This design comes from an exercise in tuning for small area, a short achievable clock period and few clock cycles per item on the open sky130 flow, not from production work. Only simulation tests tie the RTL to the original design; equivalence was not proved.

--- design/flow/config.mk ---
export PLATFORM = sky130hd
export DESIGN_NAME = qr_cordic_top
export DESIGN_NICKNAME = qr_cordic_top
export VERILOG_FILES = /design/flow/design.v
export SDC_FILE = /design/flow/constraint.sdc
export NUM_CORES = 4
export LEC_CHECK = 0
export CAP_MARGIN = 20
export CORE_MARGIN = 2
export CORE_UTILIZATION = 40
export SLEW_MARGIN = 20
--- design/flow/constraint.sdc ---
create_clock -name core_clock -period 6.5 [get_ports {clk}]
set_input_delay 1.3000 -clock core_clock [delete_from_list [all_inputs] [get_ports {clk}]]
set_output_delay 1.3000 -clock core_clock [all_outputs]
set_load 0.01 [all_outputs]
--- design/flow/design.v ---
package qr_pkg;
	localparam int R_LEN    = 12;
	localparam int ROW_LEN  = 3;
	localparam int K_LEN    = 10;
	localparam int K_FRAC   = 9;
	localparam int ITER_LEN = 4;
	localparam logic signed [K_LEN-1:0] K_VALUE = 10'sd311;
	typedef logic signed [R_LEN-1:0] sample_t;
	typedef struct packed {
		logic [ROW_LEN-1:0] row;
		logic               col;
	} mat_addr_t;
	typedef struct packed {
		sample_t a1;
		sample_t a2;
	} a_row_t;
	typedef struct packed {
		logic                load;
		logic                step;
		logic                scale;
		logic [ITER_LEN-1:0] iter;
	} cordic_ctl_t;
	typedef enum logic [2:0] {
		IDLE,
		LOAD,
		ROT,
		MUL_K,
		DONE
	} qr_state_e;
	function automatic sample_t micro_rot_x(
		input sample_t             x,
		input sample_t             y,
		input logic                dir,
		input logic [ITER_LEN-1:0] sh
	);
		if (dir) begin
			micro_rot_x = x + (y >>> sh);
		end else begin
			micro_rot_x = x - (y >>> sh);
		end
	endfunction
	function automatic sample_t micro_rot_y(
		input sample_t             x,
		input sample_t             y,
		input logic                dir,
		input logic [ITER_LEN-1:0] sh
	);
		if (dir) begin
			micro_rot_y = y - (x >>> sh);
		end else begin
			micro_rot_y = y + (x >>> sh);
		end
	endfunction
	function automatic sample_t scale_k(input sample_t v);
		logic signed [R_LEN+K_LEN-1:0] prod;
		prod = v * K_VALUE;
		scale_k = prod[K_FRAC+R_LEN-1:K_FRAC];
	endfunction
endpackage
module a_reader
(
	input  logic               clk,
	input  logic               rst,
	input  logic               fetch,
	input  logic [qr_pkg::ROW_LEN-1:0] fetch_row,
	input  qr_pkg::sample_t            rd_a_data,
	output logic               rd_a,
	output qr_pkg::mat_addr_t          rd_a_addr,
	output qr_pkg::a_row_t             row_out
);
	logic               second;
	logic               cap_a2;
	logic [qr_pkg::ROW_LEN-1:0] row_q;
	assign rd_a = fetch | second;
	always_comb begin
		rd_a_addr.row = fetch ? fetch_row : row_q;
		rd_a_addr.col = second;
	end
	always_ff @(posedge clk or posedge rst) begin
		if (rst) begin
			second <= 1'b0;
			cap_a2 <= 1'b0;
		end else begin
			second <= fetch;
			cap_a2 <= second;
		end
	end
	always_ff @(posedge clk) begin
		if (fetch) begin
			row_q <= fetch_row;
		end
		if (second) begin
			row_out.a1 <= rd_a_data;
		end
		if (cap_a2) begin
			row_out.a2 <= rd_a_data;
		end
	end
endmodule
module givens_generate
#(
	parameter int ITER_NUM = 12
)
(
	input  logic        clk,
	input  logic        rst,
	input  qr_pkg::cordic_ctl_t ctl,
	input  qr_pkg::sample_t     y_in,
	output logic        dir,
	output qr_pkg::sample_t     x_out
);
	qr_pkg::sample_t x_q;
	qr_pkg::sample_t y_q;
	qr_pkg::sample_t y_src;
	qr_pkg::sample_t x_rot;
	qr_pkg::sample_t y_rot;
	always_comb begin
		y_src = ctl.load ? y_in : y_q;
		dir   = ~y_src[qr_pkg::R_LEN-1];
		x_rot = qr_pkg::micro_rot_x(x_q, y_src, dir, ctl.iter);
		y_rot = qr_pkg::micro_rot_y(x_q, y_src, dir, ctl.iter);
	end
	always_ff @(posedge clk or posedge rst) begin
		if (rst) begin
			x_q <= '0;
			y_q <= '0;
		end else if (ctl.step) begin
			x_q <= x_rot;
			y_q <= y_rot;
		end else if (ctl.scale) begin
			x_q <= qr_pkg::scale_k(x_q);
			y_q <= qr_pkg::scale_k(y_q);
		end else if (ctl.load) begin
			x_q <= '0;
			y_q <= y_in;
		end
	end
	assign x_out = x_q;
endmodule
module givens_rotate
(
	input  logic        clk,
	input  logic        rst,
	input  qr_pkg::cordic_ctl_t ctl,
	input  logic        dir,
	input  qr_pkg::sample_t     y_in,
	output qr_pkg::sample_t     x_out,
	output qr_pkg::sample_t     y_out
);
	qr_pkg::sample_t x_q;
	qr_pkg::sample_t y_q;
	qr_pkg::sample_t y_src;
	qr_pkg::sample_t x_rot;
	qr_pkg::sample_t y_rot;
	always_comb begin
		y_src = ctl.load ? y_in : y_q;
		x_rot = qr_pkg::micro_rot_x(x_q, y_src, dir, ctl.iter);
		y_rot = qr_pkg::micro_rot_y(x_q, y_src, dir, ctl.iter);
	end
	always_ff @(posedge clk or posedge rst) begin
		if (rst) begin
			x_q <= '0;
			y_q <= '0;
		end else if (ctl.step) begin
			x_q <= x_rot;
			y_q <= y_rot;
		end else if (ctl.scale) begin
			x_q <= qr_pkg::scale_k(x_q);
			y_q <= qr_pkg::scale_k(y_q);
		end else if (ctl.load) begin
			x_q <= '0;
			y_q <= y_in;
		end
	end
	assign x_out = x_q;
	assign y_out = y_q;
endmodule
module qr_sequencer
#(
	parameter int ROWS     = 8,
	parameter int ITER_NUM = 12
)
(
	input  logic               clk,
	input  logic               rst,
	input  logic               en,
	output qr_pkg::cordic_ctl_t        ctl_col1,
	output qr_pkg::cordic_ctl_t        ctl_r22,
	output logic               fetch,
	output logic [qr_pkg::ROW_LEN-1:0] fetch_row,
	output logic               col1_done,
	output logic               all_done
);
	localparam int LOAD_CYCLES = 3;
	localparam logic [qr_pkg::ROW_LEN:0] LAST_SLOT = (qr_pkg::ROW_LEN+1)'(ROWS);
	qr_pkg::qr_state_e           state;
	logic [qr_pkg::ITER_LEN-1:0] iter;
	logic [qr_pkg::ROW_LEN:0]    slot;
	logic                load_last;
	logic                slot_first;
	logic                col1_act;
	logic                r22_act;
	assign load_last  = (state == qr_pkg::LOAD) && (iter == qr_pkg::ITER_LEN'(LOAD_CYCLES - 1));
	assign slot_first = (state == qr_pkg::ROT) && (iter == '0);
	assign col1_act   = int'(slot) < ROWS;
	assign r22_act    = slot != '0;
	always_ff @(posedge clk or posedge rst) begin
		if (rst) begin
			state <= qr_pkg::IDLE;
			iter  <= '0;
			slot  <= '0;
		end else begin
			case (state)
				qr_pkg::IDLE: begin
					if (en) begin
						state <= qr_pkg::LOAD;
						iter  <= '0;
						slot  <= '0;
					end
				end
				qr_pkg::LOAD: begin
					if (load_last) begin
						state <= qr_pkg::ROT;
						iter  <= '0;
					end else begin
						iter <= iter + 1'b1;
					end
				end
				qr_pkg::ROT: begin
					if (iter == qr_pkg::ITER_LEN'(ITER_NUM - 1)) begin
						state <= qr_pkg::MUL_K;
						iter  <= '0;
					end else begin
						iter <= iter + 1'b1;
					end
				end
				qr_pkg::MUL_K: begin
					if (slot == LAST_SLOT) begin
						state <= qr_pkg::DONE;
					end else begin
						state <= qr_pkg::ROT;
						slot  <= slot + 1'b1;
					end
				end
				qr_pkg::DONE: state <= qr_pkg::IDLE;
				default: state <= qr_pkg::IDLE;
			endcase
		end
	end
	assign fetch     = ((state == qr_pkg::LOAD) && (iter == '0)) ||
	                   (slot_first && (int'(slot) + 1 < ROWS));
	assign fetch_row = (state == qr_pkg::LOAD) ? '0 : qr_pkg::ROW_LEN'(slot + 1'b1);
	always_comb begin
		ctl_col1.load  = load_last || (slot_first && col1_act);
		ctl_col1.step  = (state == qr_pkg::ROT) && col1_act;
		ctl_col1.scale = (state == qr_pkg::MUL_K) && col1_act;
		ctl_col1.iter  = iter;
		ctl_r22.load  = load_last || (slot_first && r22_act);
		ctl_r22.step  = (state == qr_pkg::ROT) && r22_act;
		ctl_r22.scale = (state == qr_pkg::MUL_K) && r22_act;
		ctl_r22.iter  = iter;
	end
	assign col1_done = slot_first && (slot == LAST_SLOT);
	assign all_done  = state == qr_pkg::DONE;
endmodule
module r_writer
(
	input  logic      clk,
	input  logic      rst,
	input  logic      en,
	input  logic      col1_done,
	input  logic      all_done,
	input  qr_pkg::sample_t   r11,
	input  qr_pkg::sample_t   r12,
	input  qr_pkg::sample_t   r22,
	output logic      wr_r,
	output qr_pkg::mat_addr_t wr_r_addr,
	output qr_pkg::sample_t   wr_r_data,
	output logic      valid
);
	qr_pkg::sample_t r12_q;
	logic    r12_pend;
	logic    r22_wr;
	always_ff @(posedge clk or posedge rst) begin
		if (rst) begin
			wr_r     <= 1'b0;
			r12_pend <= 1'b0;
			r22_wr   <= 1'b0;
			valid    <= 1'b0;
		end else begin
			wr_r     <= col1_done | r12_pend | all_done;
			r12_pend <= col1_done;
			r22_wr   <= all_done;
			if (en) begin
				valid <= 1'b0;
			end else if (r22_wr) begin
				valid <= 1'b1;
			end
		end
	end
	always_ff @(posedge clk) begin
		if (col1_done) begin
			wr_r_addr <= {qr_pkg::ROW_LEN'(0), 1'b0};
			wr_r_data <= r11;
			r12_q     <= r12;
		end else if (r12_pend) begin
			wr_r_addr <= {qr_pkg::ROW_LEN'(0), 1'b1};
			wr_r_data <= r12_q;
		end else if (all_done) begin
			wr_r_addr <= {qr_pkg::ROW_LEN'(1), 1'b1};
			wr_r_data <= r22;
		end
	end
endmodule
module qr_cordic_top
#(
	parameter int ROWS     = 8,
	parameter int ITER_NUM = 12
)
(
	input  logic         clk,
	input  logic         rst,
	input  logic         en,
	input  logic [11:0]  rd_a_data,
	output logic         rd_a,
	output logic [3:0]   rd_a_addr,
	output logic         wr_r,
	output logic [3:0]   wr_r_addr,
	output logic [11:0]  wr_r_data,
	output logic         valid
);
	qr_pkg::mat_addr_t          rd_a_addr_s;
	qr_pkg::mat_addr_t          wr_r_addr_s;
	assign rd_a_addr = rd_a_addr_s;
	assign wr_r_addr = wr_r_addr_s;
	qr_pkg::cordic_ctl_t        ctl_col1;
	qr_pkg::cordic_ctl_t        ctl_r22;
	logic               fetch;
	logic [qr_pkg::ROW_LEN-1:0] fetch_row;
	logic               col1_done;
	logic               all_done;
	qr_pkg::a_row_t             a_row;
	logic               dir;
	qr_pkg::sample_t            r11;
	qr_pkg::sample_t            r12;
	qr_pkg::sample_t            resid;
	qr_pkg::sample_t            r22;
	qr_sequencer #(
		.ROWS     (ROWS),
		.ITER_NUM (ITER_NUM)
	) qr_sequencer_inst (
		.clk       (clk),
		.rst       (rst),
		.en        (en),
		.ctl_col1  (ctl_col1),
		.ctl_r22   (ctl_r22),
		.fetch     (fetch),
		.fetch_row (fetch_row),
		.col1_done (col1_done),
		.all_done  (all_done)
	);
	a_reader a_reader_inst (
		.clk       (clk),
		.rst       (rst),
		.fetch     (fetch),
		.fetch_row (fetch_row),
		.rd_a_data (rd_a_data),
		.rd_a      (rd_a),
		.rd_a_addr (rd_a_addr_s),
		.row_out   (a_row)
	);
	givens_generate #(
		.ITER_NUM (ITER_NUM)
	) r11_inst (
		.clk   (clk),
		.rst   (rst),
		.ctl   (ctl_col1),
		.y_in  (a_row.a1),
		.dir   (dir),
		.x_out (r11)
	);
	givens_rotate r12_inst (
		.clk   (clk),
		.rst   (rst),
		.ctl   (ctl_col1),
		.dir   (dir),
		.y_in  (a_row.a2),
		.x_out (r12),
		.y_out (resid)
	);
	givens_generate #(
		.ITER_NUM (ITER_NUM)
	) r22_inst (
		.clk   (clk),
		.rst   (rst),
		.ctl   (ctl_r22),
		.y_in  (resid),
		.dir   (),
		.x_out (r22)
	);
	r_writer r_writer_inst (
		.clk       (clk),
		.rst       (rst),
		.en        (en),
		.col1_done (col1_done),
		.all_done  (all_done),
		.r11       (r11),
		.r12       (r12),
		.r22       (r22),
		.wr_r      (wr_r),
		.wr_r_addr (wr_r_addr_s),
		.wr_r_data (wr_r_data),
		.valid     (valid)
	);
endmodule
--- design/flow/run.sh ---
#!/bin/bash
# synth_recipe.tcl (not shown) runs the flow's synth.tcl, then flattens the netlist and writes it again
# the make line also repeats each setting of config.mk as NAME=value (left out here)
make -C /OpenROAD-flow-scripts/flow DESIGN_CONFIG=/design/flow/config.mk WORK_HOME=/design/flow/orfs CLKGATE_MAP_FILE= SYNTH_SCRIPT=/design/flow/synth_recipe.tcl finish
==> flow_metrics.tcl, run 1 <==
set metrics [dict create \
    status "no timing/DRC/antenna violations" \
    tightest_slew_ns 0.995 \
    first_pass_iters 5 \
    antenna_found_initial 0 \
    r2r_slack_ns 0.36 \
    min_to "r_writer_inst.wr_r_addr[0]" \
    drv_cap 0 \
    r2r_cells 24 \
    synth-seq-cells 142 \
    fill_cells 6593 \
    synth_edf_count 48 \
    async_reset_ff_frac 0.627 \
    avgRoutedWirePerCell_um 18.9 \
    cts_root_buf "clkbuf_16" \
    min-delay-start "r_writer_inst.wr_r_addr[0]" \
    final_common_cell "inv_1" \
    initial_core_util 0.404 \
    yosysWarnings 5 \
    min_path_type "reg2reg" \
    critPathArrivalTime_ns 6.52 \
    multiInputGateArea_um2 20200 \
    place_hpwl_mm 60.6 \
    maxSlewHeadroom 0.330 \
    timing.rr.end "r11_inst.y_q[11]" \
    crit_required_ns 6.88 \
    die_width_um 262 \
    clock-sinks 142 \
    via_count 21400 \
    fp.dieH_um 262 \
    antenna_cells 0 \
    path_class "reg2reg" \
    max_freq_mhz 163 \
    synthTopCellsByArea "fa_1, ha_1, inv_1" \
    regArea_um2 3770 \
    hold_depth 2 \
    cts_htree_levels 4 \
    grt_max_degree 62 \
    cp-end-kind "register" \
    grt_pass1_wl_mm 121 \
    nets 3690 \
    cp-start-kind "register" \
    dieArea_um2 68700 \
    syn_area_um2 26600 \
    slew_viol_final 0 \
    stdcell_count 3947 \
    track_usage 0.227 \
    ys_seq_area_frac 0.141 \
    ctsHoldBuffers 0 \
    cts_buffers 17 \
    netlist.area_leader.share 0.187 \
    area_growth_pct 9.61 \
    setup_violations 0 \
    cts_tree "yes" \
    clock_latency_ns 0.50 \
    fin_crit_sh 0.945 \
    layout_common_cells "inv_1, ha_1, fa_1" \
    hold_viol_final 0 \
    finalClockSkew_ns 0.0133 \
    synth.distinct_cells 97 \
    boundaryPins 38 \
    r2r-start "r11_inst.y_q[4]" \
    rows 94 \
    path_clk_slew_ns 0.07 \
    drc 0 \
    gp_congestion 0.960 \
    port_buffers 35 \
    syn-instance-count 3008 \
    grt_pass1_vias 21700 \
    synth_top_area_cell "fa_1" \
    viasPerCell 5.42 \
    cts_buffer_depth 2 \
    ys.flop_type "dfrtp_1" \
    coreArea_um2 65900 \
    crit_path_max_fanout 5 \
    wirelength_mm 74.5 \
    avgSynthCellArea_um2 8.86 \
    dp.cells 3910 \
    fin_crit_ns 6.14 \
    drive_gt1_frac 0.0957 \
    drtIter0Drc 1435 \
    ant_nets 0 \
    grt_overflow_total 0 \
]
## worst max-delay path, stage by stage (launching register included)
cell	delay (ns)
dfrtp_1	0.47
ha_1	0.34
inv_1	0.06
fa_1	0.53
inv_1	0.05
ha_1	0.31
fa_1	0.55
inv_1	0.05
fa_1	0.49
inv_1	0.04
ha_1	0.30
a21o_1	0.16
a21oi_1	0.12
o21ai_0	0.16
o31ai_1	0.25
o21ai_1	0.16
or4_1	0.46
a31o_2	0.27
a21oi_1	0.22
nor2b_1	0.09
o21ai_0	0.16
o21ba_2	0.17
xor2_1	0.19
a21oi_1	0.09
a211o_1	0.32
## registers in the layout (all words and copies together), names as in the netlist, 2 cells and up
name                     count
a_reader_inst.row_out       24
r11_inst.x_q                12
r11_inst.y_q                12
r12_inst.x_q                12
r12_inst.y_q                12
r22_inst.x_q                12
r22_inst.y_q                12
r_writer_inst.r12_q         12
r_writer_inst.wr_r_data     12
qr_sequencer_inst.iter       4
qr_sequencer_inst.slot       4
a_reader_inst.row_q          3
qr_sequencer_inst.state      3
r_writer_inst.wr_r_addr      2
## final cells by class
| type | count | share of cell area |
|---|---|---|
| multi-input combinational | 2131 | 0.691 |
| inverter | 629 | 0.0811 |
| tap | 864 | 0.0370 |
| clock buffer | 17 | 0.0146 |
| clock inverter | 15 | 0.00433 |
| sequential | 142 | 0.129 |
| timing repair buffer | 149 | 0.0430 |
## what timing repair did
action | CTS | global route
endpoints found under the hold margin | 0 | 0
resized for setup | 0 | 11
endpoints found under the setup margin | 0 | 8
buffers inserted | 0 | 5
## how the worst max path moves through the flow
stage	start	endpoint	slack, ns	depth (start not counted)
finish	r11_inst.y_q[4]	r11_inst.y_q[11]	0.36	24
global route	qr_sequencer_inst.iter[1]	r12_inst.y_q[10]	-0.004	23
CTS	qr_sequencer_inst.iter[0]	r22_inst.x_q[11]	0.17	25
detailed placement	qr_sequencer_inst.iter[0]	r22_inst.x_q[11]	0.22	25
global placement	qr_sequencer_inst.iter[1]	r12_inst.x_q[11]	0.29	28
floorplan	qr_sequencer_inst.iter[1]	r22_inst.x_q[11]	0.006	32
## metal layers
metal  vias to the layer above  track usage  part of all wire
met5                         -            0                 0
met4                         0       0.0609             0.024
met3                       105       0.0307             0.050
met2                       540        0.382              0.48
met1                     10500        0.306              0.45
li1                      10300            -                 -
## cells by family (layout without fill, tap and decap cells)
kind of cell,after synthesis,count (layout),synth area share
buffers and inverters,736,810,0.106
adder cells (fa/ha/maj),619,619,0.360
AND/OR/NAND/NOR,587,587,0.105
AO/OA/AOI/OAI,585,585,0.145
XOR/XNOR,187,187,0.0636
multiplexers,151,151,0.0794
flip-flops,142,142,0.141
other,1,2,0.000141
## cells in the mapped netlist, types with 31 or more instances
cell,instances
xnor2_1,125
dfrtp_1,89
nand3_1,33
o21ai_0,121
nand2_1,177
ha_1,356
mux2i_1,82
xor2_1,58
clkbuf_1,70
inv_1,627
edfxtp_1,48
a21oi_1,154
nor3_1,31
mux4_2,45
nor2_1,179
fa_1,249
## per-stage QoR
step                cell area, µm²  hold WS [ns]  worst slack (ns)  utilization  setup TNS, ns
finish                       29200         0.467             0.355        0.443              0
global placement             28600         0.458             0.286        0.434              0
global route                 29200         0.502          -0.00350        0.443       -0.00350
CTS                          29100         0.471             0.174        0.442              0
floorplan                    26800         0.437           0.00628            -              0
detailed placement           28600         0.460             0.223        0.434              0
Testbench counts, summed over its fixed seeds: cycles 15,760, items 128.
==> run 2: changes to the inputs <==
==> design/flow/design.v (replaced) <==
package qr_pkg;
	localparam int R_LEN = 12;
	typedef logic signed [R_LEN-1:0] sample_t;
	function automatic sample_t scale_k(input sample_t v);
		logic signed [21:0] w;
		logic signed [21:0] p;
		w = {{10{v[R_LEN-1]}}, v};
		p = (w <<< 8) + (w <<< 6) - (w <<< 3) - w;
		scale_k = p[20:9];
	endfunction
	function automatic sample_t add_sub(input sample_t x, input sample_t v, input logic d);
		logic [R_LEN:0] s;
		s = {x, 1'b1} + {(d ? v : ~v), ~d};
		add_sub = s[R_LEN:1];
	endfunction
	function automatic sample_t scale_k_inc(input sample_t v, input logic dneg, input logic dnz);
		logic signed [21:0] w;
		logic signed [21:0] c;
		logic signed [21:0] p;
		w = {{10{v[R_LEN-1]}}, v};
		c = dnz ? (dneg ? -22'sd309 : 22'sd313) : 22'sd2;
		p = (w <<< 8) + (w <<< 6) + ~(w <<< 3) + ~w + c;
		scale_k_inc = p[20:9];
	endfunction
endpackage
module qr_cordic_top
#(
	parameter int ROWS     = 8,
	parameter int ITER_NUM = 12
)
(
	input  logic         clk,
	input  logic         rst,
	input  logic         en,
	input  logic [11:0]  rd_a_data,
	output logic         rd_a,
	output logic [3:0]   rd_a_addr,
	output logic         wr_r,
	output logic [3:0]   wr_r_addr,
	output logic [11:0]  wr_r_data,
	output logic         valid
);
	typedef logic signed [11:0] smp_t;
	logic       busy;
	logic [3:0] slot;
	logic [3:0] ph;       
	logic [3:0] ph_d;     
	always_ff @(posedge clk or posedge rst) begin
		if (rst) begin
			busy  <= 1'b0;
			slot  <= '0;
			ph    <= '0;
			ph_d  <= '0;
			valid <= 1'b0;
		end else begin
			ph_d <= ph;
			if (en) begin
				busy  <= 1'b1;
				slot  <= '0;
				ph    <= 4'd11;
				valid <= 1'b0;
			end else if (busy) begin
				if (slot == 4'd10 && ph == 4'd1) begin
					busy  <= 1'b0;
					valid <= 1'b1;
					ph    <= '0;
				end else if (ph == 4'd11) begin
					ph   <= '0;
					slot <= slot + 4'd1;
				end else begin
					ph <= ph + 4'd1;
				end
			end
		end
	end
	logic rd_row;
	assign rd_row    = busy && (slot <= 4'd7) && (ph[3] & ph[1]);
	assign rd_a      = en | rd_row;
	assign rd_a_addr = en ? 4'b0000 : {slot[2:0], ph[0]};
	logic wr_r11;
	logic wr_r12;
	logic wr_r22;
	assign wr_r11 = busy && (slot == 4'd9) && (ph == 4'd0);
	assign wr_r12 = busy && (slot == 4'd9) && (ph == 4'd1);
	assign wr_r22 = busy && (slot == 4'd10) && (ph == 4'd1);
	assign wr_r      = wr_r11 | wr_r12 | wr_r22;
	assign wr_r_addr = {2'b00, wr_r22, ~wr_r11};
	smp_t x1, y1, x2, y2, x3, y3;
	logic d1;
	logic d1_q;
	logic d3;
	logic last1;
	logic last2;
	assign d1    = ~y1[11];
	assign d3    = ~y3[11];
	assign last1 = (ph == 4'd11);
	assign last2 = (ph_d == 4'd11);
	always_ff @(posedge clk) begin
		d1_q <= d1;
	end
	always_ff @(posedge clk) begin
		if (last1) begin
			x1 <= (slot == 4'd0) ? '0 : qr_pkg::scale_k_inc(x1, 1'b0, y1[11]);
			y1 <= rd_a_data;
		end else begin
			x1 <= qr_pkg::add_sub(x1, y1 >>> ph, d1);
			y1 <= qr_pkg::add_sub(y1, x1 >>> ph, ~d1);
		end
	end
	always_ff @(posedge clk) begin
		if (last2) begin
			x2 <= (slot == 4'd1) ? '0 : qr_pkg::scale_k_inc(x2, d1_q, y2[11]);
			y2 <= rd_a_data;
			x3 <= (slot == 4'd2) ? '0 : qr_pkg::scale_k_inc(x3, 1'b0, y3[11]);
			y3 <= qr_pkg::scale_k_inc(y2, ~d1_q, x2[11]);
		end else begin
			x2 <= qr_pkg::add_sub(x2, y2 >>> ph_d, d1_q);
			y2 <= qr_pkg::add_sub(y2, x2 >>> ph_d, ~d1_q);
			x3 <= qr_pkg::add_sub(x3, y3 >>> ph_d, d3);
			y3 <= qr_pkg::add_sub(y3, x3 >>> ph_d, ~d3);
		end
	end
	assign wr_r_data = ({12{wr_r11}} & x1) | ({12{wr_r12}} & x2) | ({12{wr_r22}} & x3);
endmodule
==> flow_metrics.tcl, run 2 <==
set metrics [dict create \
    synthMuxAreaShare 0.0822 \
    rsz0062_at_grt "false" \
    r2r-start "d1_q" \
    fp.dieH_um 203 \
    min-delay-start "valid" \
    placedInstanceArea_um2 16600 \
    maxSlewHeadroom 0.276 \
    initial_core_util 0.406 \
    synthTopCellsByArea "ha_1, fa_1, dfxtp_1" \
    max_freq_mhz 189 \
    stdcell_count 2362 \
    clock_latency_ns 0.37 \
    final_common_cell "ha_1" \
    layout_common_cells "ha_1, inv_1, nor2_1" \
    post_cts_resized 0 \
    cts_root_buf "clkbuf_16" \
    synth_compound_area_frac 0.184 \
    crit_start "d1_q" \
    yosys.area_share.adder 0.330 \
    critPathBufInv 6 \
    die_width_um 203 \
    fin_crit_sh 0.815 \
    critPathArrivalTime_ns 5.58 \
    synth-seq-cells 87 \
    viasPerCell 5.60 \
    cts_htree_levels 3 \
    track_usage 0.213 \
    grt_overflow_total 0 \
    cp-end-kind "register" \
    fin_crit_ns 5.30 \
    antenna_cells 0 \
    yosysWarnings 1 \
    nets 2209 \
    hold_depth 2 \
    drtIter0Drc 897 \
    slew_viol_final 0 \
    via_count 13200 \
    r2r_slack_ns 1.20 \
    r2r_cells 20 \
    boundaryPins 38 \
    cts_tree "yes" \
    ant_nets 0 \
    status "no timing/DRC/antenna violations" \
    drive_gt1_frac 0.0597 \
    grt_max_degree 49 \
    synth_commonest_cells "ha_1, inv_1, nor2_1" \
    synthSimpleGateAreaFrac 0.119 \
    cts_buffers 9 \
    min_path_type "reg2reg" \
    finalClockSkew_ns 0.0156 \
    dp.cells 2346 \
    synth_top_family_by_area "adder cells" \
    cp-start-kind "register" \
    avgSynthCellArea_um2 8.52 \
    drv_cap 0 \
    cts_buffer_depth 2 \
    port_buffers 35 \
    path_class "reg2reg" \
    setup_tns_ns 0 \
    ys_seq_area_frac 0.115 \
    synth_top_area_cell "ha_1" \
    first_pass_iters 5 \
    setup_violations 0 \
    crit_path_max_fanout 14 \
    wirelength_mm 42.9 \
    cp_cell_sequence "inv_1 -> buf_4 -> ha_1 -> inv_1 -> fa_1 -> inv_1 -> fa_1 -> inv_1 -> fa_1 -> inv_1 -> ha_1 -> a211o_1 -> or2_2 -> o221a_2 -> a311o_1 -> a41o_1 -> a21o_1 -> a21oi_1 -> xnor2_1 -> a211oi_2" \
    min_to "valid" \
    synth_most_common_cell "ha_1" \
    synthXorXnorAreaFrac 0.0999 \
    clock-sinks 87 \
    syn_area_um2 15800 \
    grt_pass1_wl_mm 70.2 \
    dieArea_um2 41100 \
    synth.distinct_cells 81 \
    timing.rr.end "y3[11]" \
    hold_viol_final 0 \
    cts_setup_buffers 0 \
    syn-instance-count 1853 \
    async_reset_ff_frac 0.161 \
    drc 0 \
    netlist.area_leader.share 0.201 \
    area_growth_pct 7.30 \
    tightest_slew_ns 1.08 \
    synth_edf_count 0 \
    cpPeakStageDelay_ns 0.55 \
    cp_common_cell "inv_1" \
    crit_required_ns 6.79 \
    cp_slowest_cell "fa_1" \
    grt_pass1_vias 13400 \
    ys.flop_type "dfxtp_1" \
    coreArea_um2 38800 \
    cp_top_family "adder cells" \
    place_hpwl_mm 34.1 \
    rows 72 \
    gp_congestion 0.875 \
    avgRoutedWirePerCell_um 18.2 \
    final_area_um2 16900 \
    antenna_found_initial 0 \
    ctsHoldBuffers 0 \
    path_clk_slew_ns 0.08 \
]
run 2: worst max path at each step:
stage                         to  depth (start not counted)
after global routing      y3[11]                         20
after global placement    y3[11]                         20
after detailed placement  y3[11]                         20
final                     y3[11]                         20
after CTS                 y3[11]                         20
after floorplan           y3[11]                         21
run 2: kinds of logic after synthesis:
group           Yosys count
buf+inv                 284
simple gates            404
mux                      88
other cells               1
compound gates          454
xor+xnor                180
flops                    87
fa+ha+maj               355
run 2: per-layer routing:
metal	global-route usage	routed length (µm)
met1	0.265	18300
met2	0.389	22000
met3	0.0292	1810
met4	0.0511	756
met5	0	0
run 2: cell type report:
class                           count  area (µm²)
Timing Repair Buffer               55         500
Fill cell                        3827       21900
Sequential cell                    87        1810
Clock inverter                      6        97.6
Inverter                          203         762
Tap cell                          518         648
Multi-Input combinational cell   1483       12900
Clock buffer                       10         229
run 2: worst reg2reg max path, cell delays in order, from the launching register on:
cell and delay, ns:
dfxtp_1 0.32, inv_1 0.05, buf_4 0.22, ha_1 0.32, inv_1 0.28, fa_1 0.56
inv_1 0.05, fa_1 0.49, inv_1 0.05, fa_1 0.49, inv_1 0.04, ha_1 0.22
a211o_1 0.28, or2_2 0.27, o221a_2 0.28, a311o_1 0.38, a41o_1 0.26, a21o_1 0.20
a21oi_1 0.17, xnor2_1 0.10, a211oi_2 0.20
run 2: per-stage QoR:
step	setup WS [ns]	hold slack, ns	utilization
floorplan	0.795	0.349	-
global placement	1.25	0.549	0.428
detailed placement	1.19	0.550	0.428
CTS	1.17	0.569	0.436
global route	0.883	0.579	0.436
finish	1.20	0.541	0.436
Testbench counts of run 2, summed over its fixed seeds: cycles 14,352, items 128.
==> run 3: changes to the inputs <==
==> design/flow/design.v (replaced) <==
package qr_pkg;
	localparam int R_LEN = 12;
	typedef logic signed [R_LEN-1:0] sample_t;
	function automatic sample_t add_sub(input sample_t x, input sample_t v, input logic d);
		logic [R_LEN:0] s;
		s = {x, 1'b1} + {(d ? v : ~v), ~d};
		add_sub = s[R_LEN:1];
	endfunction
	function automatic sample_t scale_k(input sample_t v);
		logic signed [21:0] w;
		logic signed [21:0] p;
		w = {{10{v[R_LEN-1]}}, v};
		p = (w <<< 8) + (w <<< 6) - (w <<< 3) - w;
		scale_k = p[20:9];
	endfunction
endpackage
module qr_cordic_top
#(
	parameter int ROWS     = 8,
	parameter int ITER_NUM = 12
)
(
	input  logic         clk,
	input  logic         rst,
	input  logic         en,
	input  logic [11:0]  rd_a_data,
	output logic         rd_a,
	output logic [3:0]   rd_a_addr,
	output logic         wr_r,
	output logic [3:0]   wr_r_addr,
	output logic [11:0]  wr_r_data,
	output logic         valid
);
	typedef logic signed [11:0] smp_t;
	localparam logic [3:0] PH_K = 4'd12;
	logic       busy;
	logic [3:0] slot;
	logic [3:0] ph;       
	logic [3:0] ph_d;     
	logic       wr_r11;
	logic       wr_r12;
	logic       wr_r22;
	always_ff @(posedge clk or posedge rst) begin
		if (rst) begin
			busy   <= 1'b0;
			valid  <= 1'b0;
			wr_r11 <= 1'b0;
			wr_r12 <= 1'b0;
			wr_r22 <= 1'b0;
		end else begin
			if (en) begin
				busy  <= 1'b1;
				valid <= 1'b0;
			end else if (wr_r22) begin
				busy  <= 1'b0;
				valid <= 1'b1;
			end
			wr_r11 <= busy && (slot == 4'd8) && (ph == PH_K);
			wr_r12 <= wr_r11;
			wr_r22 <= busy && (slot == 4'd10) && (ph == 4'd0);
		end
	end
	always_ff @(posedge clk) begin
		ph_d  <= ph;
		last1 <= en || (ph == 4'd11);
		last2 <= last1;
		if (en) begin
			slot <= '0;
			ph   <= PH_K;
		end else if (ph == PH_K) begin
			ph   <= '0;
			slot <= slot + 4'd1;
		end else begin
			ph <= ph + 4'd1;
		end
	end
	logic rd_row;
	assign rd_row    = busy && (slot <= 4'd7) && (ph == PH_K);
	assign rd_a      = en | rd_row | (busy && (slot <= 4'd7) && (ph == 4'd11));
	assign rd_a_addr = en ? 4'b0000 : {slot[2:0], rd_row};
	assign wr_r      = wr_r11 | wr_r12 | wr_r22;
	assign wr_r_addr = {2'b00, wr_r22, ~wr_r11};
	smp_t x1, y1, x2, y2, x3, y3;
	logic d1;
	logic d1_q;
	logic d3;
	logic last1;
	logic last2;
	assign d1    = ~y1[11];
	assign d3    = ~y3[11];
	always_ff @(posedge clk) begin
		d1_q <= d1;
	end
	smp_t k13;
	assign k13 = qr_pkg::scale_k(last1 ? x1 : x3);
	always_ff @(posedge clk) begin
		if (last1) begin
			x1 <= (slot == 4'd0) ? '0 : k13;
			y1 <= rd_a_data;
		end else begin
			x1 <= qr_pkg::add_sub(x1, y1 >>> ph, d1);
			y1 <= qr_pkg::add_sub(y1, x1 >>> ph, ~d1);
		end
	end
	always_ff @(posedge clk) begin
		if (last2) begin
			x2 <= (slot == 4'd1) ? '0 : qr_pkg::scale_k(x2);
			y2 <= rd_a_data;
			x3 <= (slot == 4'd2) ? '0 : k13;
			y3 <= qr_pkg::scale_k(y2);
		end else begin
			x2 <= qr_pkg::add_sub(x2, y2 >>> ph_d, d1_q);
			y2 <= qr_pkg::add_sub(y2, x2 >>> ph_d, ~d1_q);
			x3 <= qr_pkg::add_sub(x3, y3 >>> ph_d, d3);
			y3 <= qr_pkg::add_sub(y3, x3 >>> ph_d, ~d3);
		end
	end
	assign wr_r_data = ({12{wr_r11}} & x1) | ({12{wr_r12}} & x2) | ({12{wr_r22}} & x3);
endmodule
--- a/design/flow/config.mk
+++ b/design/flow/config.mk
@@ -6,4 +6,5 @@
 export NUM_CORES = 4
 export LEC_CHECK = 0
+export ABC_AREA = 1
 export CAP_MARGIN = 20
 export CORE_MARGIN = 2
==> flow_metrics.tcl, run 3 <==
set metrics [dict create \
    status "no timing/DRC/antenna violations" \
    ys_seq_area_frac 0.132 \
    rows 68 \
    drtIter0Drc 1355 \
    finalClockSkew_ns 0.0151 \
    crit_required_ns 5.20 \
    grt_overflow_total 0 \
    avgSynthCellArea_um2 6.37 \
    yosysWarnings 1 \
    drive_gt1_frac 0.0426 \
    drv_cap 0 \
    ctsHoldBuffers 0 \
    placedInstanceArea_um2 14700 \
    cpPeakStageDelay_ns 0.64 \
    cts_buffers 9 \
    track_usage 0.255 \
    dieArea_um2 36800 \
    min_path_type "reg2reg" \
    ant_nets 0 \
    path_class "reg2out" \
    crit_path_max_fanout 25 \
    clock_latency_ns 0.37 \
    boundaryPins 38 \
    synthTopCellsByArea "nand2_1, ha_1, dfxtp_1" \
    syn-instance-count 2218 \
    antenna_cells 0 \
    cp-end-kind "output port" \
    initial_core_util 0.408 \
    wirelength_mm 46.2 \
    min-delay-start "valid" \
    grt_pass1_wl_mm 73.9 \
    hold_depth 2 \
    slew_viol_final 0 \
    hold_viol_final 0 \
    gp_congestion 0.995 \
    drc 0 \
    synth_commonest_cells "nand2_1, inv_1, nand3_1" \
    async_reset_ff_frac 0.0543 \
    layout_common_cells "nand2_1, inv_1, nand3_1" \
    tightest_slew_ns 0.998 \
    synth_top_area_cell "nand2_1" \
    netlist.area_leader.share 0.156 \
    synth-seq-cells 92 \
    cp-start-kind "register" \
    min_to "valid" \
    setup_violations 0 \
    grt_pass1_vias 13700 \
    cts_root_buf "clkbuf_16" \
    maxSlewHeadroom 0.334 \
    ys.flop_type "dfxtp_1" \
    area_growth_pct 6.23 \
    cts_htree_levels 3 \
    path_clk_slew_ns 0.08 \
    cp_cell_sequence "inv_1 -> ha_1 -> inv_1 -> nor3_1 -> nand3_1 -> o311ai_0 -> clkdlybuf4s50_1" \
    coreArea_um2 34600 \
    fp.dieH_um 192 \
    place_hpwl_mm 37.2 \
    r2r_slack_ns 2.08 \
    nets 2421 \
    synth_most_common_cell "nand2_1" \
    r2r-start "last1" \
    synth.distinct_cells 56 \
    clock-sinks 92 \
    rsz0062_at_grt "false" \
    port_buffers 35 \
    cts_tree "yes" \
    avgRoutedWirePerCell_um 17.4 \
    via_count 14800 \
    post_cts_resized 0 \
    final_common_cell "nand2_1" \
    max_freq_mhz 219 \
    cp_slowest_cell "inv_1" \
    first_pass_iters 6 \
    final_area_um2 15000 \
    antenna_found_initial 0 \
    cts_buffer_depth 2 \
    critPathArrivalTime_ns 3.26 \
    fin_crit_sh 0.702 \
    die_width_um 192 \
    fin_crit_ns 4.56 \
    cts_setup_buffers 0 \
    cp_common_cell "inv_1" \
    syn_area_um2 14100 \
    setup_tns_ns 0 \
    grt_max_degree 45 \
    synth_edf_count 0 \
    viasPerCell 5.57 \
    timing.rr.end "x3[6]" \
    r2r_cells 17 \
]
==> run 3: changes by cell type in the layout (fill, tap and decap cells not counted), moves of 22 or more <==
cell / before / now
nand2_1: 109 / 587
nand3_1: 14 / 208
xnor2_1: 121 / 9
ha_1: 254 / 156
o21ai_0: 107 / 179
fa_1: 101 / 51
mux2i_1: 46 / 4
a21oi_1: 129 / 169
inv_1: 197 / 237
nor2_1: 142 / 106
mux4_2: 30 / 0
nand2_2: 0 / 24
o22ai_1: 32 / 8
nand2b_1: 22 / 0
==> run 3: metal layers <==
| layer | up-vias | track usage | wire length (µm) |
|---|---|---|---|
| met1 | 6833 | 0.346 | 21200 |
| met3 | 76 | 0.0285 | 2520 |
| met4 | 0 | 0.0796 | 1330 |
| met2 | 487 | 0.422 | 21200 |
| met5 | - | 0 | 0 |
| li1 | 7415 | - | - |
==> run 3: logic make-up after synthesis <==
group                      after synthesis  share of synthesized area
and+or+nand+nor                       1021                      0.315
adders and majority gates              207                      0.210
muxes                                    4                    0.00283
buffers and inverters                  326                     0.0971
DFF                                     92                      0.132
xor gates and xnor gates                71                     0.0440
other                                    1                   0.000265
AOI/OAI and AO/OA                      496                      0.198
==> run 3: cell type report <==
type	count	area [µm²]
clock buffer	11	233
sequential	92	1870
timing repair buffer	42	403
tap	455	569
inverter	253	952
clock inverter	5	85.1
fill	3702	19600
multi-input combinational	1801	10900
==> run 3: stage by stage <==
stage	worst slack [ns]	hold WS, ns	utilization	std cells
6_report	1.94	0.517	0.433	2659
5_1_grt	1.64	0.537	0.433	2659
4_1_cts	1.91	0.518	0.433	2659
3_5_place_dp	2.16	0.497	0.424	2643
3_3_place_gp	2.21	0.495	0.424	2643
2_1_floorplan	2.86	0.326	-	2219
==> run 3: worst max-delay path by stage <==
stage                     startpoint  depth (start not counted)  endpoint
after CTS                      ph[1]                          7      rd_a
after floorplan                last1                         17     x1[8]
after detailed placement       last1                         17     x3[6]
after global placement         last1                         17     x3[6]
after global routing           ph[1]                          7      rd_a
final                          ph[1]                          7      rd_a
==> run 3: worst max-delay path: cells and delay by family, from the launching register on <==
kind	cells	cell delay (ns)
simple gates	2	0.60
fa+ha+maj	1	0.26
compound gates	1	0.14
flops	1	0.58
buf+inv	3	1.31
Testbench counts of run 3, summed over its fixed seeds: cycles 15,504, items 128.
==> run 4: changes to the inputs <==
--- a/design/flow/config.mk
+++ b/design/flow/config.mk
@@ -6,5 +6,4 @@
 export NUM_CORES = 4
 export LEC_CHECK = 0
-export ABC_AREA = 1
 export CAP_MARGIN = 20
 export CORE_MARGIN = 2
==> flow_metrics.tcl, run 4 <==
set metrics [dict create \
    place_ws_ns 1.66 \
    wirelength_mm 35.9 \
    gp_congestion 0.906 \
    slew_viol_final 0 \
    synthXorXnorAreaFrac 0.107 \
    clock-sinks 92 \
    fin_crit_ns 4.90 \
    fin_crit_sh 0.754 \
    antenna_found_initial 0 \
    antenna_cells 0 \
    cts_htree_levels 3 \
    cts_tree "yes" \
    cp_cell_sequence "buf_4 -> mux2i_1 -> fa_1 -> fa_1 -> inv_1 -> ha_1 -> or3_1 -> o31ai_1 -> o221ai_1 -> a21oi_1 -> o2111ai_1 -> a21oi_1 -> xnor2_1 -> o22ai_1" \
    synth_top_family_by_area "adder cells" \
    synth_commonest_cells "ha_1, inv_1, nand2_1" \
    post_cts_resized 0 \
    synth_compound_area_frac 0.199 \
    final_area_um2 14100 \
    fill_cells 3294 \
    crit_required_ns 6.72 \
    die_width_um 185 \
    synth-seq-cells 92 \
    rows 66 \
    synth.distinct_cells 79 \
    min_path_type "reg2reg" \
    netlist.area_leader.share 0.149 \
    ys_seq_area_frac 0.142 \
    track_usage 0.216 \
    synth_edf_count 0 \
    drv_cap 0 \
    cts_buffer_depth 2 \
    grt_pass1_vias 10900 \
    ys.flop_type "dfxtp_1" \
    cp-end-kind "register" \
    cts_root_buf "clkbuf_16" \
    yosys.area_share.adder 0.227 \
    maxSlewHeadroom 0.351 \
    drive_gt1_frac 0.0668 \
    grt_max_degree 50 \
    nets 1803 \
    synthTopCellsByArea "ha_1, dfxtp_1, fa_1" \
    finalClockSkew_ns 0.0106 \
    cp_slowest_cell "dfxtp_2" \
    avgRoutedWirePerCell_um 17.7 \
    avgSynthCellArea_um2 8.21 \
    yosysWarnings 1 \
    drtIter0Drc 986 \
    hold_viol_final 0 \
    path_class "reg2reg" \
    port_buffers 35 \
    ant_nets 0 \
    crit_path_max_fanout 36 \
    layout_common_cells "ha_1, inv_1, nand2_1" \
    place_hpwl_mm 28.5 \
    setup_violations 0 \
    tightest_slew_ns 0.974 \
    cts_buffers 9 \
    clock_latency_ns 0.36 \
    area_growth_pct 7.29 \
    syn-instance-count 1596 \
    cp-start-kind "register" \
    cpPeakStageDelay_ns 0.59 \
    path_clk_slew_ns 0.07 \
    rsz0062_at_grt "false" \
    ctsHoldBuffers 0 \
    first_pass_iters 6 \
    placedInstanceArea_um2 13800 \
    drc 0 \
    async_reset_ff_frac 0.0543 \
    cts_setup_buffers 0 \
    synthMuxAreaShare 0.120 \
    fp.dieH_um 185 \
    syn_area_um2 13100 \
    max_freq_mhz 204 \
    setup_slack_ns 1.60 \
    grt_overflow_total 0 \
    final_common_cell "ha_1" \
    status "no timing/DRC/antenna violations" \
    critPathArrivalTime_ns 5.12 \
    dieArea_um2 34200 \
    synthSimpleGateAreaFrac 0.135 \
    synth_top_area_cell "ha_1" \
    boundaryPins 38 \
    setup_tns_ns 0 \
    initial_core_util 0.405 \
    via_count 11300 \
    viasPerCell 5.57 \
    synth_most_common_cell "ha_1" \
    grt_pass1_wl_mm 58.8 \
    coreArea_um2 32400 \
]
-- run 4: cells by family (layout without fill, tap and decap cells) --
kind of cell             count (synthesis)  count (layout)
buffers and inverters                  230             219
adder cells (fa/ha/maj)                207             207
other                                    1               2
multiplexers                           117             117
AO/OA/AOI/OAI                          405             405
XOR/XNOR                               160             160
flip-flops                              92              92
AND/OR/NAND/NOR                        384             384
-- run 4: final timing paths --
check,cells after the start,end,startpoint,slack [ns]
min in group asynchronous,2,valid,rst,1.13
max reg2reg,14,x1[10],last1,1.60
max in group asynchronous,2,wr_r22,rst,5.19
min,2,valid,valid,0.52
min reg2reg,2,valid,valid,0.52
max,14,x1[10],last1,1.60
-- run 4: final cells by class --
class / count / area [µm²] / area share
clock buffers: 10 / 229 / 0.0163
clock inverters: 6 / 48.8 / 0.00347
multi-input cells: 1275 / 10300 / 0.735
flip-flops and latches: 92 / 1870 / 0.133
well taps: 442 / 553 / 0.0393
inverters: 155 / 582 / 0.0414
repair buffers: 48 / 448 / 0.0318
-- run 4: worst max-delay path, delay by kind of cell (launching register included) --
family,cells,cell delay (ns)
muxes,1,0.50
AOI/OAI and AO/OA,6,1.46
xor gates and xnor gates,1,0.17
DFF,1,0.59
adders and majority gates,3,1.25
and+or+nand+nor,1,0.32
buffers and inverters,2,0.48
-- run 4: stage by stage --
step / cells / hold WS, ns / util
final: 2028 / 0.515 / 0.434
after global routing: 2028 / 0.540 / 0.434
after CTS: 2028 / 0.515 / 0.434
after detailed placement: 2012 / 0.503 / 0.426
after global placement: 2012 / 0.485 / 0.426
after floorplan: 1597 / 0.329 / -
-- run 4: per-layer routing --
layer | GRT usage | up-vias | routed length (µm)
met3 | 0.0199 | 59 | 1980
met4 | 0.0689 | 0 | 992
met2 | 0.331 | 324 | 15200
met5 | 0 | - | 0
met1 | 0.320 | 5302 | 17700
li1 | - | 5614 | -
==> run 5: changes to the inputs <==
--- a/design/flow/design.v
+++ b/design/flow/design.v
@@ -63,9 +63,9 @@
 	always_ff @(posedge clk) begin
 		ph_d  <= ph;
-		last1 <= en || (ph == 4'd11);
+		last1 <= (ph == 4'd11);
 		last2 <= last1;
 		if (en) begin
 			slot <= '0;
-			ph   <= PH_K;
+			ph   <= 4'd11;
 		end else if (ph == PH_K) begin
 			ph   <= '0;
@@ -75,8 +75,6 @@
 		end
 	end
-	logic rd_row;
-	assign rd_row    = busy && (slot <= 4'd7) && (ph == PH_K);
-	assign rd_a      = en | rd_row | (busy && (slot <= 4'd7) && (ph == 4'd11));
-	assign rd_a_addr = en ? 4'b0000 : {slot[2:0], rd_row};
+	assign rd_a      = busy && (slot <= 4'd7) && (ph == 4'd11 || ph == PH_K);
+	assign rd_a_addr = {slot[2:0], ph[2]};
 	assign wr_r      = wr_r11 | wr_r12 | wr_r22;
 	assign wr_r_addr = {2'b00, wr_r22, ~wr_r11};
==> flow_metrics.tcl, run 5 <==
set metrics [dict create \
    status "no timing/DRC/antenna violations" \
    slew_viol_final 0 \
    coreArea_um2 33500 \
    grt_overflow_total 0 \
    area_growth_pct 7.04 \
    grt_pass1_vias 11800 \
    dp.cells 2076 \
    grt_max_degree 75 \
    tightest_slew_ns 1.05 \
    clock_latency_ns 0.37 \
    cts_setup_buffers 0 \
    layout_common_cells "ha_1, inv_1, nand2_1" \
    wirelength_mm 39.1 \
    setup_violations 0 \
    final_common_cell "ha_1" \
    antenna_found_initial 0 \
    timing.rr.end "x3[8]" \
    initial_core_util 0.406 \
    track_usage 0.224 \
    ys_seq_area_frac 0.137 \
    cts_buffer_depth 2 \
    cp-end-kind "register" \
    critPathArrivalTime_ns 4.85 \
    ys.flop_type "dfxtp_1" \
    synthMuxAreaShare 0.128 \
    min_path_type "reg2reg" \
    netlist.area_leader.share 0.142 \
    grt_pass1_wl_mm 63.6 \
    cp-start-kind "register" \
    yosys.area_share.adder 0.217 \
    synth_top_area_cell "ha_1" \
    clock-sinks 92 \
    r2r_slack_ns 1.86 \
    gp_congestion 0.931 \
    synth_commonest_cells "ha_1, inv_1, nand2_1" \
    r2r-start "last1" \
    cts_buffers 9 \
    synth-seq-cells 92 \
    die_width_um 188 \
    synth_compound_area_frac 0.200 \
    antenna_cells 0 \
    fp.dieH_um 188 \
    async_reset_ff_frac 0.0543 \
    fin_crit_ns 4.64 \
    synthSimpleGateAreaFrac 0.150 \
    maxSlewHeadroom 0.299 \
    hold_viol_final 0 \
    synth_most_common_cell "ha_1" \
    drive_gt1_frac 0.0645 \
    avgSynthCellArea_um2 8.19 \
    cts_tree "yes" \
    nets 1859 \
    synth.distinct_cells 82 \
    rows 67 \
    rsz0062_at_grt "false" \
    crit_path_end "x3[8]" \
    place_hpwl_mm 30.4 \
    port_buffers 35 \
    max_freq_mhz 216 \
    via_count 12000 \
    path_class "reg2reg" \
    syn_area_um2 13600 \
    r2r_cells 15 \
    cts_root_buf "clkbuf_16" \
    fin_crit_sh 0.713 \
    synthXorXnorAreaFrac 0.101 \
    ctsHoldBuffers 0 \
    path_clk_slew_ns 0.08 \
    drtIter0Drc 870 \
    drv_cap 0 \
    first_pass_iters 6 \
    post_cts_resized 0 \
    crit_path_max_fanout 14 \
    crit_required_ns 6.72 \
    ant_nets 0 \
    yosysWarnings 1 \
    syn-instance-count 1662 \
    finalClockSkew_ns 0.0128 \
    boundaryPins 38 \
    synth_edf_count 0 \
    crit_start "last1" \
    setup_tns_ns 0 \
    synth_top_family_by_area "adder cells" \
    synthTopCellsByArea "ha_1, dfxtp_1, fa_1" \
    holdWs_ns 0.536 \
    viasPerCell 5.75 \
    dieArea_um2 35500 \
    drc 0 \
    avgRoutedWirePerCell_um 18.7 \
    stdcell_count 2092 \
    cts_htree_levels 3 \
]
run 5: kinds of logic after synthesis:
kind of cell               count (synthesis)
xor gates and xnor gates                 157
DFF                                       92
and+or+nand+nor                          425
adders and majority gates                205
buffers and inverters                    231
AOI/OAI and AO/OA                        433
other                                      1
muxes                                    118
run 5: worst min-delay path by stage:
| stage | start | end | slack, ns | cells after the start |
|---|---|---|---|---|
| after floorplan | last1 | last2 | 0.33 | 0 |
| after global placement | busy | busy | 0.52 | 1 |
| after detailed placement | busy | busy | 0.53 | 1 |
| after CTS | busy | busy | 0.55 | 1 |
| after global routing | busy | busy | 0.56 | 1 |
| final | busy | busy | 0.54 | 1 |
run 5: metal layers:
layer / GRT usage / routed length, µm / vias up
met3: 0.0430 / 2280 / 66
li1: - / - / 5897
met1: 0.295 / 17800 / 5740
met2: 0.368 / 17800 / 327
met4: 0.0769 / 1210 / 0
met5: 0 / 0 / -
run 5: critical path, cell delays in order (launching register included):
cell	delay [ns]
dfxtp_2	0.60
mux2i_1	0.56
inv_1	0.18
fa_1	0.47
fa_1	0.54
inv_1	0.04
ha_1	0.36
nand2_1	0.11
or3b_2	0.45
o21ai_0	0.09
a31oi_1	0.07
a21o_1	0.24
a21o_1	0.18
a21oi_1	0.16
xor2_1	0.29
o22ai_1	0.13
run 5: stage by stage:
stage | setup slack [ns] | util | area (µm²)
5_1_grt | 1.50 | 0.435 | 14600
3_3_place_gp | 1.95 | 0.426 | 14300
2_1_floorplan | 1.68 | - | 13600
3_5_place_dp | 1.94 | 0.426 | 14300
6_report | 1.86 | 0.435 | 14600
4_1_cts | 1.91 | 0.435 | 14600
run 5: layout make-up:
| cell class | instances | area [µm²] |
|---|---|---|
| inverters | 147 | 552 |
| clock buffers | 9 | 225 |
| well taps | 448 | 561 |
| clock inverters | 7 | 68.8 |
| multi-input cells | 1340 | 10800 |
| fillers | 3445 | 19000 |
| flip-flops and latches | 92 | 1870 |
| repair buffers | 49 | 455 |
Testbench counts of run 5, summed over its fixed seeds: cycles 15,632, items 128.
==> run 6: changes to the inputs <==
--- a/design/flow/design.v
+++ b/design/flow/design.v
@@ -69,5 +69,5 @@
 			ph   <= 4'd11;
 		end else if (ph == PH_K) begin
-			ph   <= '0;
+			ph   <= (slot == 4'd0) ? 4'd1 : 4'd0;
 			slot <= slot + 4'd1;
 		end else begin
@@ -94,5 +94,5 @@
 	always_ff @(posedge clk) begin
 		if (last1) begin
-			x1 <= (slot == 4'd0) ? '0 : k13;
+			x1 <= (slot == 4'd0) ? (rd_a_data[11] ? -rd_a_data : rd_a_data) : k13;
 			y1 <= rd_a_data;
 		end else begin
@@ -103,5 +103,5 @@
 	always_ff @(posedge clk) begin
 		if (last2) begin
-			x2 <= (slot == 4'd1) ? '0 : qr_pkg::scale_k(x2);
+			x2 <= (slot == 4'd1) ? (d1 ? rd_a_data : -rd_a_data) : qr_pkg::scale_k(x2);
 			y2 <= rd_a_data;
 			x3 <= (slot == 4'd2) ? '0 : k13;
--- a/design/flow/config.mk
+++ b/design/flow/config.mk
@@ -9,3 +9,4 @@
 export CORE_MARGIN = 2
 export CORE_UTILIZATION = 40
+export SETUP_SLACK_MARGIN = 2.5
 export SLEW_MARGIN = 20
==> flow_metrics.tcl, run 6 <==
set metrics [dict create \
    critPathArrivalTime_ns 4.16 \
    rsz0062_at_grt "true" \
    cp-start-kind "register" \
    setup_tns_ns 0 \
    drv_cap 0 \
    initial_core_util 0.406 \
    synth-seq-cells 92 \
    drc 0 \
    final_common_cell "nand2_1" \
    cp_slowest_cell "fa_1" \
    path_clk_slew_ns 0.08 \
    place_hpwl_mm 32.7 \
    path_class "reg2reg" \
    min_to "ph_d[2]" \
    ant_nets 0 \
    r2r-start "last1" \
    place_ws_ns 1.88 \
    status "no timing/DRC/antenna violations" \
    antenna_found_initial 2 \
    synthTopCellsByArea "ha_1, dfxtp_1, xnor2_1" \
    netlist.area_leader.share 0.142 \
    min_path_type "reg2reg" \
    wirelength_mm 43.4 \
    viasPerCell 5.76 \
    crit_required_ns 6.77 \
    grt_overflow_total 0 \
    boundaryPins 38 \
    tightest_slew_ns 0.798 \
    clock-sinks 92 \
    cts_htree_levels 3 \
    avgSynthCellArea_um2 7.83 \
    yosysWarnings 1 \
    track_usage 0.242 \
    drtIter0Drc 1288 \
    syn-instance-count 1733 \
    syn_area_um2 13600 \
    synth_edf_count 0 \
    grt_max_degree 76 \
    setup_slack_ns 2.61 \
    min-delay-start "ph[2]" \
    cts_root_buf "clkbuf_16" \
    port_buffers 35 \
    cts_tree "yes" \
    avgRoutedWirePerCell_um 19.7 \
    grt_pass1_wl_mm 67.4 \
    cts_buffer_depth 2 \
    fp.dieH_um 188 \
    dp.cells 2140 \
    layout_common_cells "nand2_1, ha_1, inv_1" \
    slew_viol_final 0 \
    clock_latency_ns 0.37 \
    async_reset_ff_frac 0.0543 \
    synthSimpleGateAreaFrac 0.155 \
    die_width_um 188 \
    synth_top_area_cell "ha_1" \
    stdcell_count 2201 \
    ys_seq_area_frac 0.137 \
    synth_commonest_cells "nand2_1, ha_1, inv_1" \
    rows 67 \
    timing.rr.end "x1[8]" \
    maxSlewHeadroom 0.468 \
    r2r_slack_ns 2.61 \
    synthMuxAreaShare 0.0851 \
    synth_most_common_cell "nand2_1" \
    cp_top_family "compound AO/OA/AOI/OAI gates" \
    setup_violations 0 \
    via_count 12700 \
    nets 1968 \
    gp_congestion 0.949 \
    area_growth_pct 13.7 \
    critPathBufInv 3 \
    ctsHoldBuffers 0 \
    synth.distinct_cells 79 \
    cp_common_cell "fa_1" \
    fin_crit_sh 0.599 \
    finalClockSkew_ns 0.00892 \
    hold_viol_final 0 \
    cp_cell_sequence "buf_6 -> mux2i_4 -> inv_2 -> fa_1 -> inv_1 -> fa_1 -> ha_4 -> nor4_4 -> o21ai_2 -> a2bb2oi_2 -> a41o_1 -> o41ai_4 -> o21ba_4 -> o21ai_4 -> xnor2_2 -> a21oi_1 -> a21o_1" \
    crit_path_max_fanout 6 \
    grt_pass1_vias 12100 \
    synth_top_family_by_area "compound AO/OA/AOI/OAI gates" \
    max_freq_mhz 257 \
    yosys.area_share.adder 0.217 \
    cpPeakStageDelay_ns 0.51 \
    first_pass_iters 8 \
    cts_buffers 9 \
    drive_gt1_frac 0.131 \
    coreArea_um2 33400 \
    synth_compound_area_frac 0.221 \
    r2r_cells 17 \
    hold_depth 0 \
    antenna_cells 0 \
    fin_crit_ns 3.89 \
    cp-end-kind "register" \
    synthXorXnorAreaFrac 0.115 \
    dieArea_um2 35400 \
    ys.flop_type "dfxtp_1" \
]
[run 6: cell count changes after synthesis, moves of 8 or more]
cell,previous run,this run
o22ai_1,28,13
o21ai_1,3,17
o211ai_1,11,22
nand3_1,34,22
mux4_2,39,18
xnor2_1,92,118
nand2_1,126,164
nor3b_1,13,5
[run 6: timing repair]
item                       4_1_cts  5_1_grt
buffers inserted                16       28
resized for setup               77       86
gates cloned                     1        0
setup endpoints to repair       43       38
pin swaps                        6       25
[run 6: worst max path at each step]
stage          startpoint      to  slack [ns]  cells after the start
6_report            last1   x1[8]        2.61                     17
5_1_grt             x2[1]  x2[10]        2.37                     14
4_1_cts             last1  x1[11]        2.48                     15
3_5_place_dp        last1  x1[11]        1.88                     14
3_3_place_gp        last1  x1[11]        1.90                     14
2_1_floorplan       last1  x1[10]        2.50                     18
[run 6: routing by layer]
layer  vias up  routed length, µm  GRT usage
met5         -                 24          0
met4         4               1900      0.106
met3       102               3030     0.0413
met2       468              18500      0.368
met1      5978              20000      0.337
li1       6131                  -          -
[run 6: final cells by class]
class | instances | area [µm²]
Multi-Input combinational cell | 1401 | 11200
Timing Repair inverter | 1 | 7.51
Tap cell | 448 | 561
Inverter | 154 | 589
Clock buffer | 11 | 243
Timing Repair Buffer | 89 | 832
Fill cell | 3340 | 18000
Sequential cell | 92 | 1940
Clock inverter | 5 | 36.3
[run 6: cell families after synthesis]
kind of cell | after synthesis
AOI/OAI and AO/OA | 472
and+or+nand+nor | 453
buffers and inverters | 241
adders and majority gates | 205
xor gates and xnor gates | 178
DFF | 92
muxes | 91
other | 1
[run 6: through the flow]
| step | utilization | hold slack (ns) | instance area (µm²) |
|---|---|---|---|
| 5_1_grt | 0.462 | 0.542 | 15400 |
| 3_5_place_dp | 0.426 | 0.502 | 14200 |
| 2_1_floorplan | - | 0.330 | 13600 |
| 6_report | 0.462 | 0.522 | 15400 |
| 4_1_cts | 0.446 | 0.522 | 14900 |
| 3_3_place_gp | 0.426 | 0.486 | 14200 |
Testbench counts of run 6, summed over its fixed seeds: cycles 15,504, items 128.
==> run 7: changes to the inputs <==
--- a/design/flow/config.mk
+++ b/design/flow/config.mk
@@ -9,4 +9,4 @@
 export CORE_MARGIN = 2
 export CORE_UTILIZATION = 40
-export SETUP_SLACK_MARGIN = 2.5
+export SETUP_SLACK_MARGIN = 3.2
 export SLEW_MARGIN = 20
==> flow_metrics.tcl, run 7 <==
set metrics [dict create \
    synth_edf_count 0 \
    antenna_cells 0 \
    path_class "reg2reg" \
    track_usage 0.264 \
    rsz0062_at_grt "true" \
    met2WireLength_mm 22.5 \
    cts_buffers 9 \
    max_freq_mhz 249 \
    boundaryPins 38 \
    tightest_slew_ns 0.879 \
    first_pass_iters 7 \
    min_path_type "reg2reg" \
    setup_tns_ns 0 \
    place_hpwl_mm 32.7 \
    layout_common_cells "nand2_1, buf_4, ha_1" \
    wirelength_mm 48.1 \
    grt_overflow_total 0 \
    initial_core_util 0.406 \
    via_count 13800 \
    maxSlewHeadroom 0.414 \
    grt_pass1_vias 13100 \
    crit_required_ns 6.80 \
    drc 0 \
    ys.flop_type "dfxtp_1" \
    cp-start-kind "register" \
    drive_gt1_frac 0.281 \
    synth_top_area_cell "ha_1" \
    synth_commonest_cells "nand2_1, ha_1, inv_1" \
    syn-instance-count 1733 \
    fin_crit_sh 0.619 \
    viasPerCell 5.86 \
    synth.distinct_cells 79 \
    synthTopCellsByArea "ha_1, dfxtp_1, xnor2_1" \
    clock_latency_ns 0.38 \
    synth-seq-cells 92 \
    area_growth_pct 31.1 \
    nets 2115 \
    path_clk_slew_ns 0.09 \
    slew_viol_final 0 \
    antenna_found_initial 1 \
    crit_path_max_fanout 6 \
    drtIter0Drc 1304 \
    cp-end-kind "register" \
    wl_met3_mm 3.62 \
    status "no timing/DRC/antenna violations" \
    hold_viol_final 0 \
    final_util 0.532 \
    grt_max_degree 76 \
    async_reset_ff_frac 0.0543 \
    drv_cap 0 \
    dieArea_um2 35400 \
    cts_root_buf "clkbuf_16" \
    avgRoutedWirePerCell_um 20.5 \
    setup_violations 0 \
    drt-met1-wl_mm 20.7 \
    cts_tree "yes" \
    port_buffers 35 \
    ctsHoldBuffers 0 \
    final_common_cell "nand2_1" \
    rows 67 \
    clock-sinks 92 \
    ant_nets 0 \
    cts_buffer_depth 2 \
    synth_most_common_cell "nand2_1" \
    grt_pass1_wl_mm 73.9 \
    gp_congestion 0.924 \
    cts_htree_levels 3 \
    coreArea_um2 33400 \
    top_layer "met4" \
    fp.dieH_um 188 \
    critPathArrivalTime_ns 4.32 \
    avgSynthCellArea_um2 7.83 \
    yosysWarnings 1 \
    die_width_um 188 \
    netlist.area_leader.share 0.142 \
    fin_crit_ns 4.02 \
    ys_seq_area_frac 0.137 \
    syn_area_um2 13600 \
    finalClockSkew_ns 0.0148 \
]
[run 7: changes by cell type in the layout (fill, tap and decap cells not counted), sizes merged, moves of 2 or more]
cell and delta:
bufbuf +9, clkinvlp +4, clkdlybuf4s15 +2, dlygate4sd2 +8, buf +143, inv -3, clkdlybuf4s50 -16
[run 7: critical path, cell delays in order (launching register included)]
cell      delay [ns]
dfxtp_1         0.61
mux2_4          0.29
inv_2           0.06
fa_1            0.44
fa_1            0.56
inv_1           0.05
ha_1            0.36
nand2_1         0.13
nand2_1         0.06
a41o_1          0.25
o41ai_4         0.39
o211ai_1        0.16
or3_1           0.32
a21oi_1         0.13
o21ai_1         0.07
o21ai_0         0.06
[run 7: metal layers]
layer,GRT usage,vias up
li1,-,6443
met1,0.363,6597
met2,0.435,635
met3,0.0328,94
met4,0.0757,0
met5,0,-
[run 7: stage by stage]
step	setup slack [ns]	instance area, µm²	instances	hold slack, ns
after floorplan	2.71	14000	1734	0.337
after global placement	1.67	14500	2140	0.485
after detailed placement	1.59	14500	2140	0.507
after CTS	2.63	16900	2300	0.498
after global routing	2.31	17800	2348	0.514
final	2.48	17800	2348	0.504
[run 7: final cells by class]
class,instances,area (µm²)
clock buffer,9,225
clock inverter,7,78.8
fill,3054,15700
inverter,154,623
multi-input combinational,1401,12000
sequential,92,2000
tap,448,561
timing repair buffer,236,2280
timing repair inverter,1,7.51
[run 7: kinds of logic (layout without fill, tap and decap cells)]
kind of cell,Yosys count,in the layout,synth area share
simple gates,453,453,0.155
fa+ha+maj,205,205,0.217
other cells,1,2,0.000276
compound gates,472,472,0.221
buf+inv,241,407,0.0698
flops,92,92,0.137
mux,91,91,0.0851
xor+xnor,178,178,0.115
[run 7: repair_timing]
item,in CTS,in global routing
gates cloned,11,0
buffers inserted,133,48
pin swaps,140,97
endpoints found under the setup margin,77,63
endpoints found under the hold margin,0,0
resized for setup,279,127
[run 7: worst paths after layout]
path / cells past startpoint / start / to / slack, ns
max: 15 / x1[2] / x1[10] / 2.48
min: 0 / ph[2] / ph_d[2] / 0.50
max reg2reg: 15 / x1[2] / x1[10] / 2.48
min reg2reg: 0 / ph[2] / ph_d[2] / 0.50
max in group asynchronous: 2 / rst / wr_r22 / 5.15
min in group asynchronous: 2 / rst / wr_r12 / 1.13

-- separate check: timing with driven ports --
No port has a modelled driver above. Below, the same layouts with a new extraction and two added sets of constraints. Step 1 (the two cells are an assumption about what drives the block):
set clk [get_ports {clk}]
set_driving_cell -lib_cell sky130_fd_sc_hd__clkbuf_16 $clk
set_driving_cell -lib_cell sky130_fd_sc_hd__buf_2 [delete_from_list [all_inputs] $clk]
Step 2 also shifts input and output timing later by t, the mid clock arrival at the registers, as if the neighbouring blocks saw the same clock. a / b / c = ideal ports / drivers / drivers and shift; a / b = the first two.
run | shift t [ns] | setup slack, ns | worst hold slack (ns) | worst setup path after step 2 | worst slew at a driven data input, ns
run 1 | 0.546 | 0.355 / 0.355 / 0.355 | 0.467 / 0.467 / 0.467 | register to register | 0.04
run 2 | 0.411 | 1.205 / 1.205 / 1.205 | 0.541 / 0.541 / 0.541 | register to register | 0.04
run 3 | 0.420 | 1.940 / 1.887 / 2.081 | 0.517 / 0.517 / 0.517 | register to register | 0.04
run 4 | 0.403 | 1.599 / 1.599 / 1.599 | 0.515 / 0.515 / 0.515 | register to register | 0.04
run 5 | 0.411 | 1.863 / 1.863 / 1.863 | 0.536 / 0.536 / 0.536 | register to register | 0.06
run 6 | 0.409 | 2.606 / 2.606 / 2.312 | 0.522 / 0.522 / 0.522 | input to register | 0.03
run 7 | 0.413 | 2.478 / 2.478 / 2.478 | 0.504 / 0.504 / 0.504 | register to register | 0.04
After both steps every run listed still meets setup and hold. For run 6, which loses most, drivers alone change the setup slack by 0.000 ns; drivers and shift together by -0.294 ns.
